From an optimization exercise on the open Yosys and OpenROAD flow, aimed at small area, a short achievable clock period and few clock cycles; shortcuts taken in it are not production practice. In this exercise RTL edits were held to simulation tests only and were not proved equivalent to the original. Power is estimated from default activity; no workload was simulated.

Design exec_unit_top, start of the top module:
module exec_unit_top #(
  parameter int NUM_REGS = exec_pkg::NUM_REGS
) (
  input wire clk,
  input wire rst,
  input wire psel,
  input wire penable,
  input wire pwrite,
  input wire [exec_pkg::APB_AW-1:0] paddr,
  input wire [31:0] pwdata,
  output logic [31:0] prdata,
  output logic pready,
  output logic pslverr
);
Settings: LEC_CHECK=0, CAP_MARGIN=20, CORE_MARGIN=2, CORE_UTILIZATION=55, CTS_CLUSTER_DIAMETER=80, CTS_CLUSTER_SIZE=24, PLACE_DENSITY=0.7, SETUP_SLACK_MARGIN=5, SLEW_MARGIN=20; clock period 10.0 ns.
standard.sh (not shown) runs the stock make flow with config.mk's settings and CLKGATE_MAP_FILE= SYNTH_SCRIPT=/design/flow/synth_recipe.tcl, a recipe that flattens the netlist after the stock synthesis.
==> flow/flow/run.sh <==
#!/bin/bash
set -euo pipefail
MARGIN=$(cat flow/margin.txt)
bash standard.sh SETUP_SLACK_MARGIN="$MARGIN" \
  BUFFER_PORTS_ARGS="-buffer_cell sky130_fd_sc_hd__buf_4" \
  CTS_ARGS="-sink_clustering_enable -repair_clock_nets -sink_clustering_size 24 -sink_clustering_max_diameter 80 -dont_use_dummy_load" \
  finish > standard_flow.log 2>&1
==> flow/flow/margin.txt <==
6.55
Testbench counts at the start, summed over its fixed seeds: cycles 9,648.
Change:
--- a/flow/design.v
+++ b/flow/design.v
@@ -108,23 +108,23 @@
   input wire exec_pkg::word_t a,
   input wire exec_pkg::word_t b,
   input wire cin,
   input wire [15:0] blk_g,
   input wire [15:0] blk_p,
   input wire sel_add,
   input wire sel_and,
   input wire sel_xor,
   input wire sel_or,
   input wire sel_shr,
   input wire sel_shl,
-  input wire sar,
+  input wire sar,                        
   input wire sel_sxt,
   output exec_pkg::word_t result,
   output logic c,
   output logic v,
   output logic z
 );
   logic [63:0] g, p, sum;
   logic [16:0] bc;                       
   exec_pkg::word_t sh, sh_rev, other;
   assign g = a & b;
   assign p = a ^ b;
@@ -171,23 +171,23 @@
       for (int j = 1; j < 4; j++) begin
         c0[j] = gg[j-1];
         c1[j] = gg[j-1] | pp[j-1];
       end
       sum[4*k +: 4] = bc[k] ? (p[4*k +: 4] ^ c1) : (p[4*k +: 4] ^ c0);
     end
   end
   assign c = bc[16];
   assign v = (a[63] == b[63]) & (sum[63] != a[63]);
   logic fill;
   exec_pkg::word_t sh0, sh1;
-  assign fill = sar & a[63];
+  assign fill = sar;
   always_comb begin
     case (b[1:0])
       2'd0: sh0 = a;
       2'd1: sh0 = {fill, a[63:1]};
       2'd2: sh0 = {{2{fill}}, a[63:2]};
       default: sh0 = {{3{fill}}, a[63:3]};
     endcase
     case (b[3:2])
       2'd0: sh1 = sh0;
       2'd1: sh1 = {{4{fill}}, sh0[63:4]};
       2'd2: sh1 = {{8{fill}}, sh0[63:8]};
@@ -209,24 +209,25 @@
   logic [63:0] zt, keep;
   logic z_add, z_sh, z_logic;
   assign zt[0] = p[0] == cin;
   for (genvar i = 1; i < 64; i++) begin : g_z
     assign zt[i] = p[i] == (g[i-1] | p[i-1]);
   end
   assign z_add = &zt;
   for (genvar i = 0; i < 64; i++) begin : g_keep
     assign keep[i] = i >= b[5:0];
   end
   assign z_sh = !(|(a & keep)) && !fill;
-  assign z_logic = other == '0;
-  assign z = sel_add ? z_add : (sel_shr || sel_shl) ? z_sh : sel_sxt ? (a[31:0] == '0) : z_logic;
+  assign z_logic = (sel_and && !(|g)) || (sel_xor && !(|p)) || (sel_or && !(|(g | p)));
+  assign z = (sel_add && z_add) || ((sel_shr || sel_shl) && z_sh) || (sel_sxt && !(|a[31:0])) ||
+             z_logic;
 endmodule
 `default_nettype wire
 `timescale 1ns/1ps
 `default_nettype none
 module exec_ctrl (
   input wire exec_pkg::cond_e cond,
   input wire exec_pkg::flags_t f,
   output logic ok
 );
   logic signs_ne;
   assign signs_ne = f.n ^ f.v;
@@ -440,23 +441,23 @@
   alu_pre pre (.a(a_d), .b(b_d), .cin(sub_q), .blk_g(blk_g), .blk_p(blk_p));
   always_ff @(posedge clk) begin
     a_q <= a_d;
     b_q <= b_d;
     cin_q <= sub_q;
     xadd_q <= add_q;
     xand_q <= and_q;
     xxor_q <= xor_q;
     xor2_q <= or_q;
     xshr_q <= shr_q;
     xshl_q <= shl_q;
-    xsar_q <= sar_q;
+    xsar_q <= sar_q && a_d[W-1];
     xsxt_q <= sxt_q;
     blk_g_q <= blk_g;
     blk_p_q <= blk_p;
   end
   always_ff @(posedge clk) begin
     if (rst) begin
       xw_q <= '0;
       xfw_q <= 1'b0;
     end else begin
       xw_q <= dst_q & {NUM_REGS{(cmd_q && cond_ok) || hi_q}};
       xfw_q <= cmd_q && cond_ok;
Effect: Via count drops by about 0.35%. Power drops by 0.62%. Worst hold slack barely changes. Clock-buffer cell count drops by 3. Final cell count climbs by 0.34%. Routed wire length drops by 2.1%. Synthesized cell count climbs by 1.4%. Cell area drops by about 0.8%. Clock skew climbs by 5.9 ps. Setup slack degrades by 63 ps.
Testbench counts after the change, summed over its fixed seeds: cycles 9,648.


## old
exec_unit_top, a different RTL version from the one above (not shown whole).
Size: roughly 6500 cells after synthesis, ~79 I/O pins.
==> module int_alu, before the edit <==
module int_alu (
  input wire exec_pkg::word_t a,
  input wire exec_pkg::word_t b,
  input wire cin,
  input wire [15:0] blk_g,
  input wire [15:0] blk_p,
  input wire sel_add,
  input wire sel_and,
  input wire sel_xor,
  input wire sel_or,
  input wire sel_shr,
  input wire sel_shl,
  input wire sar,
  input wire sel_sxt,
  output exec_pkg::word_t result,
  output logic c,
  output logic v,
  output logic z
);
  logic [63:0] g, p, sum;
  logic [16:0] bc;                       
  exec_pkg::word_t sh, sh_rev, other;
  assign g = a & b;
  assign p = a ^ b;
  always_comb begin
    logic [15:0] gg, pp, gn, pn;
    gg = blk_g;
    pp = blk_p;
    gg[0] = gg[0] | (pp[0] & cin);
    for (int l = 0; l < 4; l++) begin
      gn = gg;
      pn = pp;
      for (int k = 0; k < 16; k++) begin
        if ((k >> l) & 1) begin
          gn[k] = gg[k] | (pp[k] & gg[((k >> l) << l) - 1]);
          pn[k] = pp[k] & pp[((k >> l) << l) - 1];
        end
      end
      gg = gn;
      pp = pn;
    end
    bc[0] = cin;
    for (int k = 0; k < 16; k++) bc[k + 1] = gg[k];
  end
  always_comb begin
    for (int k = 0; k < 16; k++) begin
      logic [3:0] gg, pp, gn, pn;
      logic [3:0] ci;
      gg = g[4*k +: 4];
      pp = p[4*k +: 4];
      for (int l = 0; l < 2; l++) begin
        gn = gg;
        pn = pp;
        for (int j = 0; j < 4; j++) begin
          if ((j >> l) & 1) begin
            gn[j] = gg[j] | (pp[j] & gg[((j >> l) << l) - 1]);
            pn[j] = pp[j] & pp[((j >> l) << l) - 1];
          end
        end
        gg = gn;
        pp = pn;
      end
      ci[0] = bc[k];
      for (int j = 1; j < 4; j++) ci[j] = gg[j-1] | (pp[j-1] & bc[k]);
      sum[4*k +: 4] = p[4*k +: 4] ^ ci;
    end
  end
  assign c = bc[16];
  assign v = (a[63] == b[63]) & (sum[63] != a[63]);
  logic fill;
  exec_pkg::word_t sh0, sh1;
  assign fill = sar & a[63];
  always_comb begin
    case (b[1:0])
      2'd0: sh0 = a;
      2'd1: sh0 = {fill, a[63:1]};
      2'd2: sh0 = {{2{fill}}, a[63:2]};
      default: sh0 = {{3{fill}}, a[63:3]};
    endcase
    case (b[3:2])
      2'd0: sh1 = sh0;
      2'd1: sh1 = {{4{fill}}, sh0[63:4]};
      2'd2: sh1 = {{8{fill}}, sh0[63:8]};
      default: sh1 = {{12{fill}}, sh0[63:12]};
    endcase
    case (b[5:4])
      2'd0: sh = sh1;
      2'd1: sh = {{16{fill}}, sh1[63:16]};
      2'd2: sh = {{32{fill}}, sh1[63:32]};
      default: sh = {{48{fill}}, sh1[63:48]};
    endcase
  end
  for (genvar i = 0; i < 64; i++) begin : g_rev
    assign sh_rev[i] = sh[63-i];
  end
  assign other = ({64{sel_and}} & g) | ({64{sel_xor}} & p) | ({64{sel_or}} & (g | p));
  assign result = ({64{sel_add}} & sum) | other | ({64{sel_shr}} & sh) | ({64{sel_shl}} & sh_rev) |
                  ({64{sel_sxt}} & {{32{a[31]}}, a[31:0]});
  logic [63:0] zt, keep;
  logic z_add, z_sh, z_logic;
  assign zt[0] = p[0] == cin;
  for (genvar i = 1; i < 64; i++) begin : g_z
    assign zt[i] = p[i] == (g[i-1] | p[i-1]);
  end
  assign z_add = &zt;
  for (genvar i = 0; i < 64; i++) begin : g_keep
    assign keep[i] = i >= b[5:0];
  end
  assign z_sh = !(|(a & keep)) && !fill;
  assign z_logic = other == '0;
  assign z = sel_add ? z_add : (sel_shr || sel_shl) ? z_sh : sel_sxt ? (a[31:0] == '0) : z_logic;
endmodule
==> flow/config.mk <==
export PLATFORM = sky130hd
export DESIGN_NAME = exec_unit_top
export DESIGN_NICKNAME = exec_unit_top
export VERILOG_FILES = /design/flow/design.v
export SDC_FILE = /design/flow/constraint.sdc
export NUM_CORES = 4
export LEC_CHECK = 0
export CAP_MARGIN = 20
export CORE_MARGIN = 2
export CORE_UTILIZATION = 55
export CTS_CLUSTER_DIAMETER = 80
export CTS_CLUSTER_SIZE = 24
export PLACE_DENSITY = 0.7
export SETUP_SLACK_MARGIN = 5
export SLEW_MARGIN = 20
==> flow/constraint.sdc <==
create_clock -name core_clock -period 10.0 [get_ports {clk}]
set_input_delay 2.0000 -clock core_clock [delete_from_list [all_inputs] [get_ports {clk}]]
set_output_delay 2.0000 -clock core_clock [all_outputs]
set_load 0.01 [all_outputs]
==> flow/flow/run.sh <==
#!/bin/bash
set -euo pipefail
MARGIN=$(cat flow/margin.txt)
bash standard.sh SETUP_SLACK_MARGIN="$MARGIN" \
  BUFFER_PORTS_ARGS="-buffer_cell sky130_fd_sc_hd__buf_4" finish > standard_flow.log 2>&1
==> flow/flow/margin.txt <==
6.65
Testbench counts of old, summed over its fixed seeds: cycles 9,648.
diff inputs: old => new
--- a/flow/design.v
+++ b/flow/design.v
@@ -151,7 +151,7 @@
   always_comb begin
     for (int k = 0; k < 16; k++) begin
       logic [3:0] gg, pp, gn, pn;
-      logic [3:0] ci;
+      logic [3:0] c0, c1;
       gg = g[4*k +: 4];
       pp = p[4*k +: 4];
       for (int l = 0; l < 2; l++) begin
@@ -166,9 +166,13 @@
         gg = gn;
         pp = pn;
       end
-      ci[0] = bc[k];
-      for (int j = 1; j < 4; j++) ci[j] = gg[j-1] | (pp[j-1] & bc[k]);
-      sum[4*k +: 4] = p[4*k +: 4] ^ ci;
+      c0[0] = 1'b0;
+      c1[0] = 1'b1;
+      for (int j = 1; j < 4; j++) begin
+        c0[j] = gg[j-1];
+        c1[j] = gg[j-1] | pp[j-1];
+      end
+      sum[4*k +: 4] = bc[k] ? (p[4*k +: 4] ^ c1) : (p[4*k +: 4] ^ c0);
     end
   end
   assign c = bc[16];
@@ -213,8 +217,9 @@
     assign keep[i] = i >= b[5:0];
   end
   assign z_sh = !(|(a & keep)) && !fill;
-  assign z_logic = other == '0;
-  assign z = sel_add ? z_add : (sel_shr || sel_shl) ? z_sh : sel_sxt ? (a[31:0] == '0) : z_logic;
+  assign z_logic = (sel_and && !(|g)) || (sel_xor && !(|p)) || (sel_or && !(|(g | p)));
+  assign z = (sel_add && z_add) || ((sel_shr || sel_shl) && z_sh) || (sel_sxt && !(|a[31:0])) ||
+             z_logic;
 endmodule
 `default_nettype wire
 `timescale 1ns/1ps
Results
- Post-route setup TNS came out exactly the same in old and new.
- NOTE: number of cells produced by synthesis in new exceeds that of old
- new: count of plain and timing-repair buffers in the layout higher than old
- Status: die outline area parity (old, new)
- Compare old and new | net switching component of the power lower: old
- Looking at buffer and inverter count on the worst path across old and new, the one that comes out higher is old.
- In the tables for old and new, clock-buffer cell count reads higher with new.
- Going from old to new, fmax climbed about 1.5%, post-route worst setup slack climbed 0.054 ns, initial antenna violation count dropped about 37%.
- From old to new the numbers moved as follows: time the final worst path needs with I/O delays and setup dropped 0.054 ns, sequential standard cell area barely changed, final standard cell area without fillers barely changed.
Testbench counts of new, summed over its fixed seeds: cycles 9,648.

## afterwards: timing with drivers on the ports
In the flow no input, the clock included, has a driving cell. The finished layouts below were timed again as built, in two steps.
Step 1, drivers: a clkbuf_16 drives clk and a buf_2 each remaining input, both assumed.
Step 2 moves the port delays by t, midway between the first and last clock arrival at a register: inputs arrive t later, outputs are due t later. That takes back most of the time a late clock gives input paths.
a / b / c = ideal ports / drivers / drivers and shift; a / b = the first two.
run | t, ns | slack for setup (ns) | worst setup path after step 2 | worst register clock-pin slew, ns | cell pins on the clock port's net
the first run of note 1 | 0.808 | 6.403 / 6.403 / 5.752 | input to register | 0.10 / 0.10 | 1
the second run of note 1 | 0.798 | 6.341 / 6.341 / 5.898 | input to register | 0.10 / 0.10 | 1
old | 0.851 | 6.447 / 6.447 / 5.843 | input to register | 0.11 / 0.11 | 1
new | 0.834 | 6.501 / 6.501 / 5.965 | input to register | 0.10 / 0.10 | 1
After both steps every run listed still meets setup and hold. The setup slack of the first run of note 1, which loses most, moves by 0.000 ns with the drivers and by -0.651 ns with both steps.
